What follows belongs to an exercise in optimizing a design on an open flow for small area and a short achievable clock period; a production flow would make more cautious choices. In this exercise RTL edits were held to simulation tests only and were not proved equivalent to the original. Power and IR drop assume default switching activity.

==> flow/design.v <==
`default_nettype none
package rv_exec_pkg;
  typedef logic [31:0] xlen_t;
  typedef logic [4:0]  reg_addr_t;
  typedef struct packed {
    logic [6:0] funct7;
    reg_addr_t  rs2;
    reg_addr_t  rs1;
    logic [2:0] funct3;
    reg_addr_t  rd;
    logic [6:0] opcode;
  } instr_r_t;
  typedef struct packed {
    logic [11:0] imm;
    reg_addr_t   rs1;
    logic [2:0]  funct3;
    reg_addr_t   rd;
    logic [6:0]  opcode;
  } instr_i_t;
  typedef union packed {
    instr_r_t r;
    instr_i_t i;
  } instr_u;
  localparam logic [6:0] OPC_OP     = 7'b0110011;
  localparam logic [6:0] OPC_OP_IMM = 7'b0010011;
  localparam logic [2:0] F3_ADD  = 3'b000;
  localparam logic [2:0] F3_SLL  = 3'b001;
  localparam logic [2:0] F3_SLT  = 3'b010;
  localparam logic [2:0] F3_SLTU = 3'b011;
  localparam logic [2:0] F3_XOR  = 3'b100;
  localparam logic [2:0] F3_SR   = 3'b101;
  localparam logic [2:0] F3_OR   = 3'b110;
  localparam logic [2:0] F3_AND  = 3'b111;
  typedef enum logic [3:0] {
    ALU_ADD,
    ALU_SUB,
    ALU_SLL,
    ALU_SLT,
    ALU_SLTU,
    ALU_XOR,
    ALU_SRL,
    ALU_SRA,
    ALU_OR,
    ALU_AND
  } alu_op_e;
  typedef struct packed {
    alu_op_e   alu_op;
    reg_addr_t rs1;
    reg_addr_t rs2;
    reg_addr_t rd;
    logic      use_imm;
    xlen_t     imm;
    logic      write_en;
  } exec_op_t;
  typedef struct packed {
    logic      we;
    reg_addr_t rd;
    xlen_t     data;
  } wb_t;
endpackage
`default_nettype wire
`timescale 1ns/10ps
`default_nettype none
module instr_decoder (
  input  rv_exec_pkg::instr_u   instr_i,
  output rv_exec_pkg::exec_op_t op_o,
  output logic                  illegal_o
);
  function automatic rv_exec_pkg::alu_op_e alu_from_funct3(
    input logic [2:0] funct3,
    input logic       alt
  );
    rv_exec_pkg::alu_op_e op;
    case (funct3)
      rv_exec_pkg::F3_ADD:  op = alt ? rv_exec_pkg::ALU_SUB : rv_exec_pkg::ALU_ADD;
      rv_exec_pkg::F3_SLL:  op = rv_exec_pkg::ALU_SLL;
      rv_exec_pkg::F3_SLT:  op = rv_exec_pkg::ALU_SLT;
      rv_exec_pkg::F3_SLTU: op = rv_exec_pkg::ALU_SLTU;
      rv_exec_pkg::F3_XOR:  op = rv_exec_pkg::ALU_XOR;
      rv_exec_pkg::F3_SR:   op = alt ? rv_exec_pkg::ALU_SRA : rv_exec_pkg::ALU_SRL;
      rv_exec_pkg::F3_OR:   op = rv_exec_pkg::ALU_OR;
      default:              op = rv_exec_pkg::ALU_AND;
    endcase
    alu_from_funct3 = op;
  endfunction
  logic       is_op;
  logic       is_op_imm;
  logic [2:0] funct3;
  logic [6:0] funct7;
  logic [6:0] imm_hi;
  logic       alt_ok;
  logic       funct7_ok;
  logic       shift_ok;
  assign is_op     = (instr_i.r.opcode == rv_exec_pkg::OPC_OP);
  assign is_op_imm = (instr_i.r.opcode == rv_exec_pkg::OPC_OP_IMM);
  assign funct3    = instr_i.r.funct3;
  assign funct7    = instr_i.r.funct7;
  assign imm_hi = instr_i.i.imm[11:5];
  assign alt_ok = (funct3 == rv_exec_pkg::F3_ADD) || (funct3 == rv_exec_pkg::F3_SR);
  assign funct7_ok = (funct7 == 7'h00) || ((funct7 == 7'h20) && alt_ok);
  always_comb begin
    case (funct3)
      rv_exec_pkg::F3_SLL: shift_ok = (imm_hi == 7'h00);
      rv_exec_pkg::F3_SR:  shift_ok = (imm_hi == 7'h00) || (imm_hi == 7'h20);
      default:             shift_ok = 1'b1;
    endcase
  end
  always_comb begin
    op_o         = '0;
    op_o.alu_op  = rv_exec_pkg::ALU_ADD;
    op_o.rs1     = instr_i.r.rs1;
    op_o.rd      = instr_i.r.rd;
    op_o.imm     = {{20{instr_i.i.imm[11]}}, instr_i.i.imm};
    illegal_o    = 1'b0;
    if (is_op) begin
      op_o.rs2    = instr_i.r.rs2;
      op_o.alu_op = alu_from_funct3(funct3, funct7[5]);
      illegal_o   = ~funct7_ok;
    end else if (is_op_imm) begin
      op_o.use_imm = 1'b1;
      op_o.alu_op  = alu_from_funct3(funct3, (funct3 == rv_exec_pkg::F3_SR) & imm_hi[5]);
      illegal_o    = ~shift_ok;
    end else begin
      illegal_o = 1'b1;
    end
    op_o.write_en = ~illegal_o;
  end
endmodule
`default_nettype wire
`timescale 1ns/10ps
`default_nettype none
module register_file (
  input  logic                   clk_i,
  input  logic                   write_enable_i,
  input  rv_exec_pkg::reg_addr_t write_addr_i,
  input  rv_exec_pkg::reg_addr_t read_addr1_i,
  input  rv_exec_pkg::reg_addr_t read_addr2_i,
  input  rv_exec_pkg::xlen_t     write_data_i,
  output rv_exec_pkg::xlen_t     read_data1_o,
  output rv_exec_pkg::xlen_t     read_data2_o
);
  rv_exec_pkg::xlen_t rf_mem [32];
  always_ff @(posedge clk_i) begin
    if (write_enable_i) begin
      rf_mem[write_addr_i] <= write_data_i;
    end
  end
  always_comb begin
    if (read_addr1_i == '0) begin
      read_data1_o = '0;
    end else begin
      read_data1_o = rf_mem[read_addr1_i];
    end
  end
  always_comb begin
    if (read_addr2_i == '0) begin
      read_data2_o = '0;
    end else begin
      read_data2_o = rf_mem[read_addr2_i];
    end
  end
endmodule
`default_nettype wire
`timescale 1ns/10ps
`default_nettype none
module int_alu (
  input  rv_exec_pkg::exec_op_t op_i,
  input  rv_exec_pkg::xlen_t    rs1_data_i,
  input  rv_exec_pkg::xlen_t    rs2_data_i,
  output rv_exec_pkg::xlen_t    result_o
);
  rv_exec_pkg::xlen_t operand_a;
  rv_exec_pkg::xlen_t operand_b;
  logic [4:0]         shamt;
  logic               lt_signed;
  logic               lt_unsigned;
  assign operand_a = rs1_data_i;
  assign operand_b = op_i.use_imm ? op_i.imm : rs2_data_i;
  assign shamt = operand_b[4:0];
  assign lt_signed   = $signed(operand_a) < $signed(operand_b);
  assign lt_unsigned = operand_a < operand_b;
  always_comb begin
    case (op_i.alu_op)
      rv_exec_pkg::ALU_ADD:  result_o = operand_a + operand_b;
      rv_exec_pkg::ALU_SUB:  result_o = operand_a - operand_b;
      rv_exec_pkg::ALU_SLL:  result_o = operand_a << shamt;
      rv_exec_pkg::ALU_SLT:  result_o = {31'b0, lt_signed};
      rv_exec_pkg::ALU_SLTU: result_o = {31'b0, lt_unsigned};
      rv_exec_pkg::ALU_XOR:  result_o = operand_a ^ operand_b;
      rv_exec_pkg::ALU_SRL:  result_o = operand_a >> shamt;
      rv_exec_pkg::ALU_SRA:  result_o = $unsigned($signed(operand_a) >>> shamt);
      rv_exec_pkg::ALU_OR:   result_o = operand_a | operand_b;
      rv_exec_pkg::ALU_AND:  result_o = operand_a & operand_b;
      default:               result_o = '0;
    endcase
  end
endmodule
`default_nettype wire
`timescale 1ns/10ps
`default_nettype none
module writeback_stage (
  input  logic                   clk_i,
  input  logic                   rst_n_i,
  input  logic                   instr_valid_i,
  input  logic                   illegal_i,
  input  rv_exec_pkg::reg_addr_t rd_i,
  input  rv_exec_pkg::xlen_t     result_i,
  output rv_exec_pkg::wb_t       wb_o,
  output logic                   result_valid_o,
  output rv_exec_pkg::reg_addr_t result_rd_o,
  output rv_exec_pkg::xlen_t     result_o,
  output logic                   illegal_o
);
  logic take;
  assign take = instr_valid_i & ~illegal_i;
  assign wb_o.we   = take;
  assign wb_o.rd   = rd_i;
  assign wb_o.data = result_i;
  always_ff @(posedge clk_i or negedge rst_n_i) begin
    if (!rst_n_i) begin
      result_valid_o <= 1'b0;
      illegal_o      <= 1'b0;
      result_rd_o    <= '0;
      result_o       <= '0;
    end else begin
      result_valid_o <= take;
      illegal_o      <= instr_valid_i & illegal_i;
      if (take) begin
        result_rd_o <= rd_i;
        result_o    <= result_i;
      end
    end
  end
endmodule
`default_nettype wire
`timescale 1ns/10ps
`default_nettype none
module int_exec_unit (
  input  logic                   clk_i,
  input  logic                   rst_n_i,
  input  logic                   instr_valid_i,
  input  rv_exec_pkg::instr_u    instr_i,
  output logic                   result_valid_o,
  output rv_exec_pkg::reg_addr_t result_rd_o,
  output rv_exec_pkg::xlen_t     result_o,
  output logic                   illegal_o
);
  rv_exec_pkg::exec_op_t dec_op;
  logic                  dec_illegal;
  rv_exec_pkg::xlen_t    rs1_data;
  rv_exec_pkg::xlen_t    rs2_data;
  rv_exec_pkg::xlen_t    alu_result;
  rv_exec_pkg::wb_t      wb;
  instr_decoder u_decoder (
    .instr_i   (instr_i),
    .op_o      (dec_op),
    .illegal_o (dec_illegal)
  );
  register_file u_regfile (
    .clk_i          (clk_i),
    .write_enable_i (wb.we),
    .write_addr_i   (wb.rd),
    .read_addr1_i   (dec_op.rs1),
    .read_addr2_i   (dec_op.rs2),
    .write_data_i   (wb.data),
    .read_data1_o   (rs1_data),
    .read_data2_o   (rs2_data)
  );
  int_alu u_alu (
    .op_i       (dec_op),
    .rs1_data_i (rs1_data),
    .rs2_data_i (rs2_data),
    .result_o   (alu_result)
  );
  writeback_stage u_writeback (
    .clk_i          (clk_i),
    .rst_n_i        (rst_n_i),
    .instr_valid_i  (instr_valid_i),
    .illegal_i      (dec_illegal),
    .rd_i           (dec_op.rd),
    .result_i       (alu_result),
    .wb_o           (wb),
    .result_valid_o (result_valid_o),
    .result_rd_o    (result_rd_o),
    .result_o       (result_o),
    .illegal_o      (illegal_o)
  );
endmodule
`default_nettype wire
==> flow/run.sh <==
#!/bin/bash
# synth_recipe.tcl (not shown) runs the flow's synth.tcl, then flattens the netlist and writes it again
# the make line also repeats each setting of config.mk as NAME=value (left out here)
make -C /OpenROAD-flow-scripts/flow DESIGN_CONFIG=/design/flow/config.mk WORK_HOME=/design/flow/orfs CLKGATE_MAP_FILE= SYNTH_SCRIPT=/design/flow/synth_recipe.tcl finish
==> flow/config.mk <==
export PLATFORM = sky130hd
export DESIGN_NAME = int_exec_unit
export DESIGN_NICKNAME = int_exec_unit
export VERILOG_FILES = /design/flow/design.v
export SDC_FILE = /design/flow/constraint.sdc
export NUM_CORES = 4
export LEC_CHECK = 0
export CAP_MARGIN = 20
export CORE_MARGIN = 2
export CORE_UTILIZATION = 40
export SLEW_MARGIN = 20
==> flow/constraint.sdc <==
create_clock -name core_clock -period 9.0 [get_ports {clk_i}]
set_input_delay 1.8000 -clock core_clock [delete_from_list [all_inputs] [get_ports {clk_i}]]
set_output_delay 1.8000 -clock core_clock [all_outputs]
set_load 0.01 [all_outputs]
==> notes.md <==
Clock Sinks=1063; Die Wd=389 µm; number of enable-type register cells in the synthesized netlist=1024; class of the most critical hold timing path=reg -> reg; Crit Path Class=in -> reg; global-route usage over all layers=34.7%; largest net degree at the start of global routing=88; number of unique standard cell types used by synthesis=104; Synthesis Warnings=4; Max clock buf depth=3; worst clock skew=0.0812 ns; maximum ir drop on the vdd rail=172 µV; height of the die=389 µm; fraction of layout cells with a size suffix above 1=17.1%; leakage power figure=23.7 nW; final-report hold violation count=0; area added between synthesis and finish=15.4%; portion of the post-synthesis area used by sequential elements=53.4%; DRC=0; IO buf count=73; setup repair after global routing missed its margin=no; wire length of the first global-routing pass=372000 µm; clk latency of the worst-skew pair=0.77 ns; final critical delay including setup and external delays=8.70 ns; proportion of synthesized area in mux cells=12.9%; # nets final=5397; crit path launch=instr_i[6]; Crit Path Max Fanout=48; Rel. slew slack=17.7%; number of vias per cell after detailed routing=6.89; cell area after placement=64900 µm²; mean instance size in the synthesized netlist=11.6 µm²; Clock Tree Root=sky130_fd_sc_hd__clkbuf_16; worst flop-to-flop path endpoint=u_regfile.rf_mem[12][0]; startpoint type of the worst setup path=input port; last weighted congestion value of the routability-driven placer=1.05; Max-cap violations=0; leading cell type in the layout, fill and taps excluded=sky130_fd_sc_hd__edfxtp_1; total overflow reported by the global router=0; number of detailed-route iterations in the first pass=6; post-layout utilization of the core=46.4%; Adder-Cell Fraction of Synth Area=2.13%; Synth Area in Simple Gates=11.7%; clock-pin slew on the worst setup and hold paths=0.06 ns; initial antenna violation count=9; share of the synthesized area in compound gates (AO/OA/AOI/OAI)=16.0%; core area=148000 µm²; number of top-level design ports=74; result of the run=no timing/DRC/antenna violations; xor and xnor fraction of the mapped netlist area=0.118%; transition time at the pin with the least slew margin=1.23 ns; most frequent cells in the layout=sky130_fd_sc_hd__edfxtp_1 (1024), sky130_fd_sc_hd__nand2_1 (708), sky130_fd_sc_hd__buf_4 (341); Setup violations, final=0; row count=141; overall via count from detail_route=50200; worst reg2reg setup slack=2.67 ns; sum of routed wire length over all layers=270000 µm; R2R cell count=20; number of design-rule violations left by the first detailed-router iteration=8499; number of nets with antenna violations after detailed routing=0; number of buffers added by the clock tree synthesis step=113; crit path to=u_regfile.rf_mem[26][31]; number of nets produced by synthesis=5236; required time reported for the critical path endpoint=9.46 ns; number of buffers inserted by post-CTS setup repair=0; dominant combinational cell family by area after synthesis=compound AO/OA/AOI/OAI gates; number of global-route vias before repair=47900; Post-Synthesis Cell Area=59400 µm²; endpoint class of the critical path=register; detailed-route wire length per cell=37.0 µm; count of mapped cells out of synthesis=5101; Synth Flop Type=sky130_fd_sc_hd__edfxtp_1; # H-tree levels=3; estimated wirelength of the detail-placed design=176000 µm; arrival time at the worst endpoint=9.16 ns; Initial Utilization=40.2%; final-layout worst hold slack=0.478 ns; Peak Freq=0.115 GHz; clock tree from TritonCTS=yes; Async SR Flop Fraction=3.67%; cell area after layout=68500 µm²; Die ar.=152000 µm²; flops & latches, synth=1063; final cycle utilization of the critical path=96.6%; power density relative to cell area=175 nW/µm²; startpoint of the lowest-slack register-to-register path=u_regfile.rf_mem[7][2]; count of pins over their slew limit=0
## layout make-up
type / instances / area (µm²)
Inverter: 104 / 393
Multi-Input combinational cell: 3509 / 25900
Fill cell: 13300 / 79100
Clock inverter: 65 / 728
Antenna cell: 1 / 2.50
Sequential cell: 1063 / 31700
Clock buffer: 139 / 2950
Tap cell: 1930 / 2410
Timing Repair Buffer: 471 / 4440
## layer usage
metal | GRT usage [%] | up-vias | part of all wire (%)
met5 | 0.287 | - | 0.035
met4 | 19.3 | 12 | 6.6
met3 | 8.34 | 808 | 13
met2 | 52.2 | 3952 | 43
met1 | 46.1 | 25100 | 37
li1 | - | 20300 | -
## sequential cells by signal (all words and copies together) (netlist names)
| name | flops |
|---|---|
| u_writeback.illegal_o | 1 |
| u_writeback.result_valid_o | 1 |
| u_regfile.rf_mem | 1024 |
| u_writeback.result_rd_o | 5 |
| u_writeback.result_o | 32 |
## synthesized netlist by cell type (all sizes together) (71+ instances only)
cell | number | area [µm²]
edfxtp | 1024 | 30700
nand2 | 711 | 2670
a21oi | 324 | 1620
mux2i | 284 | 2880
clkbuf | 261 | 980
nor2 | 240 | 906
o21ai | 214 | 1090
nand3 | 210 | 1050
mux4 | 191 | 4300
buf | 164 | 863
a22oi | 145 | 1090
a221o | 102 | 1020
inv | 102 | 383
ha | 98 | 1230
a211oi | 87 | 658
o211ai | 71 | 533
## cell families (layout without fill, tap and decap cells)
kind of cell / count (synthesis) / in the layout
AOI/OAI and AO/OA: 1376 / 1376
adders and majority gates: 100 / 100
and+or+nand+nor: 1509 / 1509
muxes: 516 / 516
buffers and inverters: 529 / 779
other: 0 / 1
xor gates and xnor gates: 8 / 8
DFF: 1063 / 1063
## per-stage QoR
stage	total power, W	setup TNS [ns]	worst slack (ns)	std cells
after floorplan	0.00652	0	0.522	5101
after global placement	0.00730	-46.99	-0.460	7076
after detailed placement	0.00730	-45.20	-0.559	7077
after CTS	0.0119	0	0.157	7281
after global routing	0.0122	0	0.0789	7282
final	0.0120	0	0.305	7282
## where the power goes
group / leakage [nW] / total (W) / internal (W) / switching (W)
registers: 9.76 / 0.00560 / 0.00558 / 0.0000132
logic: 12.2 / 0.00167 / 0.000531 / 0.00113
clock network: 1.77 / 0.00471 / 0.00269 / 0.00202
## critical path, stage by stage
cell	delay, ns
sky130_fd_sc_hd__clkdlybuf4s50_1	0.47
sky130_fd_sc_hd__or4b_4	0.72
sky130_fd_sc_hd__nor2_4	0.25
sky130_fd_sc_hd__buf_12	0.38
sky130_fd_sc_hd__buf_4	0.38
sky130_fd_sc_hd__nand3_1	0.10
sky130_fd_sc_hd__and3_1	0.19
sky130_fd_sc_hd__a21oi_1	0.13
sky130_fd_sc_hd__a21oi_1	0.11
sky130_fd_sc_hd__a21oi_2	0.44
sky130_fd_sc_hd__buf_4	0.19
sky130_fd_sc_hd__o21ai_0	0.16
sky130_fd_sc_hd__ha_1	0.38
sky130_fd_sc_hd__o21ai_0	0.10
sky130_fd_sc_hd__or3_1	0.41
sky130_fd_sc_hd__a311o_1	0.35
sky130_fd_sc_hd__a21o_1	0.22
sky130_fd_sc_hd__o31ai_1	0.25
sky130_fd_sc_hd__buf_4	0.20
sky130_fd_sc_hd__a31oi_1	0.14
sky130_fd_sc_hd__o31ai_2	0.35
sky130_fd_sc_hd__o41a_1	0.21
sky130_fd_sc_hd__nor2_1	0.06
sky130_fd_sc_hd__a2111oi_1	0.45
sky130_fd_sc_hd__buf_4	0.21
sky130_fd_sc_hd__nand2_1	0.18
sky130_fd_sc_hd__buf_12	0.23
## what timing repair did
item | CTS | global route
resized for setup | 0 | 3
hold buffers | 0 | 0
endpoints found under the setup margin | 0 | 64
## worst min-delay path by stage
stage / from / endpoint / slack [ns] / cells after the start
global route: u_writeback.result_rd_o[2] / u_writeback.result_rd_o[2] / 0.51 / 2
floorplan: u_writeback.result_rd_o[0] / u_writeback.result_rd_o[0] / 0.51 / 2
CTS: u_writeback.result_rd_o[2] / u_writeback.result_rd_o[2] / 0.48 / 2
finish: u_writeback.result_rd_o[2] / u_writeback.result_rd_o[2] / 0.48 / 2
global placement: u_writeback.result_rd_o[3] / u_writeback.result_rd_o[3] / 0.46 / 2
detailed placement: u_writeback.result_rd_o[2] / u_writeback.result_rd_o[2] / 0.46 / 2

[separate check: timing with driven ports]
No port has a modelled driver above. Below, the same layout with a new extraction and two added sets of constraints. Step 1 sets driving cells, clkbuf_16 on the clock port and buf_2 on the other inputs (assumed; they add their load-dependent delay and slew). Step 2 adds t to the input delays and takes it off the output delays; t is the mean of the earliest and latest rising clock arrival at the registers after step 1. Input paths then give back, and output paths get back, about the clock's delay inside the block. Three values: ideal, step 1, step 2; two values: the first two.
shift t [ns]: 0.799
setup WS [ns]: 0.305 / 0.348 / -0.451
hold slack, ns: 0.478 / 0.478 / 0.478
worst slew at a driven data input, ns: 0.07
Met with ideal ports but missed after step 2: setup timing in this run. For this run, drivers alone change the setup slack by +0.043 ns; drivers and shift together by -0.756 ns.
